This is an optimization exercise on Yosys and OpenROAD, whose aim is a short achievable clock period and few clock cycles per item, not a production implementation. The RTL was checked by simulation tests, not by an equivalence proof against the original design. Power is estimated from default activity; no workload was simulated.

== job 101 ==
==> module cache_data_store, before the edit <==
module cache_data_store
(
    input  logic       clk,
    input  cache_pkg::proc_addr_t addr,
    input  cache_pkg::word_t      wdata,
    input  logic       word_write_en,
    input  logic       refill_en,
    input  logic       refill_write,
    input  logic       load_mru,
    input  logic       mem_ready,
    input  cache_pkg::line_t      refill_line,
    output cache_pkg::word_t      rdata,
    output cache_pkg::line_t      victim_line
);
    cache_pkg::line_t data_mem [8];
    cache_pkg::line_t merged_line;
    for (genvar w = 0; w < 4; w++) begin : g_word
        for (genvar h = 0; h < 2; h++) begin : g_half
            logic [8-1:0] line_sel;
            cache_dec8 u_dec (
                .sel(addr.index),
                .en (1'b1),
                .y  (line_sel)
            );
            for (genvar b = h*16; b < h*16 + 16; b++) begin : g_bit
                logic [8-1:0] col;
                for (genvar i = 0; i < 8; i++) begin : g_line
                    assign col[i] = data_mem[i][w*32 + b];
                end
                cache_ao8 u_ao (
                    .s(line_sel),
                    .d(col),
                    .y(victim_line[w*32 + b])
                );
            end
        end
    end
    cache_pkg::line_t mru_line;
    for (genvar h = 0; h < 2; h++) begin : g_rd_half
        logic [2*4-1:0] word_sel;
        cache_dec_word u_wdec (
            .off  (addr.offset),
            .ready(mem_ready),
            .y    (word_sel)
        );
        for (genvar b = h*16; b < h*16 + 16; b++) begin : g_rd
            logic [2*4-1:0] col;
            for (genvar w = 0; w < 4; w++) begin : g_w
                assign col[w]               = mru_line[w*32 + b];
                assign col[4+w]  = refill_line[w*32 + b];
            end
            cache_ao8 u_ao (
                .s(word_sel),
                .d(col),
                .y(rdata[b])
            );
        end
    end
    always_comb begin
        merged_line = refill_line;
        if (refill_write) begin
            merged_line[addr.offset * 32 +: 32] = wdata;
        end
    end
    always_ff @(posedge clk) begin
        if (refill_en) begin
            data_mem[addr.index] <= merged_line;
        end else if (word_write_en) begin
            data_mem[addr.index][addr.offset * 32 +: 32] <= wdata;
        end
    end
    always_ff @(posedge clk) begin
        if (refill_en) begin
            mru_line <= merged_line;
        end else if (load_mru) begin
            mru_line <= victim_line;
        end else if (word_write_en) begin
            mru_line[addr.offset * 32 +: 32] <= wdata;
        end
    end
endmodule
==> module cache_dec_word, before the edit <==
module cache_dec_word
(
    input  logic [1:0] off,
    input  logic       ready,
    output logic [7:0] y
);
    always_comb begin
        for (int w = 0; w < 4; w++) begin
            y[w]   = !ready && (off == w[1:0]);
            y[4+w] = ready && (off == w[1:0]);
        end
    end
endmodule
Settings: LEC_CHECK=0, ABC_CLOCK_PERIOD_IN_PS=1000, CAP_MARGIN=20, CORE_MARGIN=2, CORE_UTILIZATION=50, SETUP_SLACK_MARGIN=2.5, SLEW_MARGIN=20, SYNTH_HIERARCHICAL=1, TNS_END_PERCENT=20; clock period 6.0 ns.
standard.sh (not shown) runs the stock make flow with config.mk's settings and CLKGATE_MAP_FILE= SYNTH_SCRIPT=/design/flow/synth_recipe.tcl, a recipe that flattens the netlist after the stock synthesis.
==> flow/flow/run.sh <==
#!/bin/bash
# The standard layout (standard.sh, synthesis unchanged) with three
# changes: the port buffers are a plain buffer cell instead of the delay cell
# that buffer_ports picks on its own; the resizer may change a gate's
# footprint when it sizes it; and after global routing a greedy pass
# (upsize.tcl) gives the cells on the worst paths their best drive strength.
# The make output goes to flow.log here; each ORFS step keeps its own log
# under orfs/logs.
set -uo pipefail
here=$(cd "$(dirname "$0")" && pwd)
export BUFFER_PORTS_ARGS="-buffer_cell sky130_fd_sc_hd__buf_8"
export POST_GLOBAL_ROUTE_TCL="$here/post_grt.tcl"
bash standard.sh MATCH_CELL_FOOTPRINT=0 finish > flow.log 2>&1
Other scripts of this flow, unchanged in this note and not shown: flow/flow/post_grt.tcl, flow/flow/upsize.tcl
Testbench counts of job 101, summed over its fixed seeds: cycles 77,759, accesses 32,000.
## Diff of input files: job 102 against job 101
==> flow/design.v, changed modules only <==
module cache_data_store
(
    input  logic       clk,
    input  cache_pkg::proc_addr_t addr,
    input  cache_pkg::word_t      wdata,
    input  logic       word_write_en,
    input  logic       refill_en,
    input  logic       refill_write,
    input  logic       load_mru,
    input  logic       mem_ready,
    input  cache_pkg::line_t      refill_line,
    output cache_pkg::word_t      rdata,
    output cache_pkg::line_t      victim_line
);
    cache_pkg::line_t data_mem [8];
    cache_pkg::line_t merged_line;
    for (genvar w = 0; w < 4; w++) begin : g_word
        for (genvar h = 0; h < 2; h++) begin : g_half
            logic [8-1:0] line_sel;
            cache_dec8 u_dec (
                .sel(addr.index),
                .en (1'b1),
                .y  (line_sel)
            );
            for (genvar b = h*16; b < h*16 + 16; b++) begin : g_bit
                logic [8-1:0] col;
                for (genvar i = 0; i < 8; i++) begin : g_line
                    assign col[i] = data_mem[i][w*32 + b];
                end
                cache_ao8 u_ao (
                    .s(line_sel),
                    .d(col),
                    .y(victim_line[w*32 + b])
                );
            end
        end
    end
    cache_pkg::line_t mru_line;
    for (genvar h = 0; h < 2; h++) begin : g_rd_half
        logic [4-1:0] copy_sel;
        logic [4-1:0] refill_sel;
        cache_dec4 u_cdec (.sel(addr.offset), .y(copy_sel));
        cache_dec4 u_rdec (.sel(addr.offset), .y(refill_sel));
        for (genvar b = h*16; b < h*16 + 16; b++) begin : g_rd
            logic [4-1:0] copy_col;
            logic [4-1:0] refill_col;
            logic                    copy_word;
            logic                    refill_word;
            for (genvar w = 0; w < 4; w++) begin : g_w
                assign copy_col[w]   = mru_line[w*32 + b];
                assign refill_col[w] = refill_line[w*32 + b];
            end
            cache_ao4 u_cao (.s(copy_sel),   .d(copy_col),   .y(copy_word));
            cache_ao4 u_rao (.s(refill_sel), .d(refill_col), .y(refill_word));
            cache_mux2 u_mux (.s(mem_ready), .a(copy_word), .b(refill_word), .y(rdata[b]));
        end
    end
    always_comb begin
        merged_line = refill_line;
        if (refill_write) begin
            merged_line[addr.offset * 32 +: 32] = wdata;
        end
    end
    always_ff @(posedge clk) begin
        if (refill_en) begin
            data_mem[addr.index] <= merged_line;
        end else if (word_write_en) begin
            data_mem[addr.index][addr.offset * 32 +: 32] <= wdata;
        end
    end
    always_ff @(posedge clk) begin
        if (refill_en) begin
            mru_line <= merged_line;
        end else if (load_mru) begin
            mru_line <= victim_line;
        end else if (word_write_en) begin
            mru_line[addr.offset * 32 +: 32] <= wdata;
        end
    end
endmodule
module cache_dec4
(
    input  logic [1:0] sel,
    output logic [3:0] y
);
    always_comb begin
        for (int w = 0; w < 4; w++) begin
            y[w] = (sel == w[1:0]);
        end
    end
endmodule
module cache_ao4
(
    input  logic [3:0] s,
    input  logic [3:0] d,
    output logic       y
);
    assign y = |(s & d);
endmodule
module cache_mux2
(
    input  logic s,
    input  logic a,
    input  logic b,
    output logic y
);
    assign y = s ? b : a;
endmodule
// module cache_dec_word removed
### Flow results
Changes observed in job 102 relative to job 101: overall fraction of global-route tracks in use increased by 3.5 points relative to the old numbers; switching portion of total power increased by 0.59 points relative to the old numbers; synthesized cell count increased by 1.6% relative to the old numbers; count of cell types in the netlist increased by about 1.4% relative to the old numbers.
Job 102 against job 101: count of instances resized after the clock tree is built moved up; die footprint climbed about 0.8%.
Comparing job 101 and job 102, the lower clock share of power is on job 101.
The final wirelength reported for job 102 is greater than that of job 101 by 17000 um.
Compared job 102 against job 101; post-synthesis simple-gate area fraction within noise.
The estimated power of job 102 ends up higher than the estimate for job 101.
Going from job 101 to job 102, the final worst hold slack was found to have gone up by 0.0072 ns.
Per the comparison of job 102 with job 101, final worst slack went down, cell area went up.
Sort job 101 and job 102 by sequential share of layout area asc -> top: job 102
Testbench counts of job 102, summed over its fixed seeds: cycles 77,759, accesses 32,000.

what the ideal ports hide:
Ports are ideal in the flow. The routed layouts listed here were re-timed in OpenROAD.
Step 1, drivers: a clkbuf_16 drives clk and a buf_2 each remaining input, both assumed.
Step 2 also shifts input and output timing later by t, the mid clock arrival at the registers, as if the neighbouring blocks saw the same clock.
Three values: ideal, step 1, step 2; two values: the first two.
run	t, ns	slack for setup (ns)	worst setup path at the end	latest minus earliest clock arrival (ns)	pins driven straight from the clock port
job 101	0.847	2.021 / 1.521 / 0.885	input to register	0.031 / 0.031	1
job 102	0.883	2.004 / 1.371 / 0.811	input to register	0.034 / 0.034	1
After both steps setup and hold are still met in every run listed. The setup slack of job 102, which loses most, moves by -0.633 ns with the drivers and by -1.193 ns with both steps.
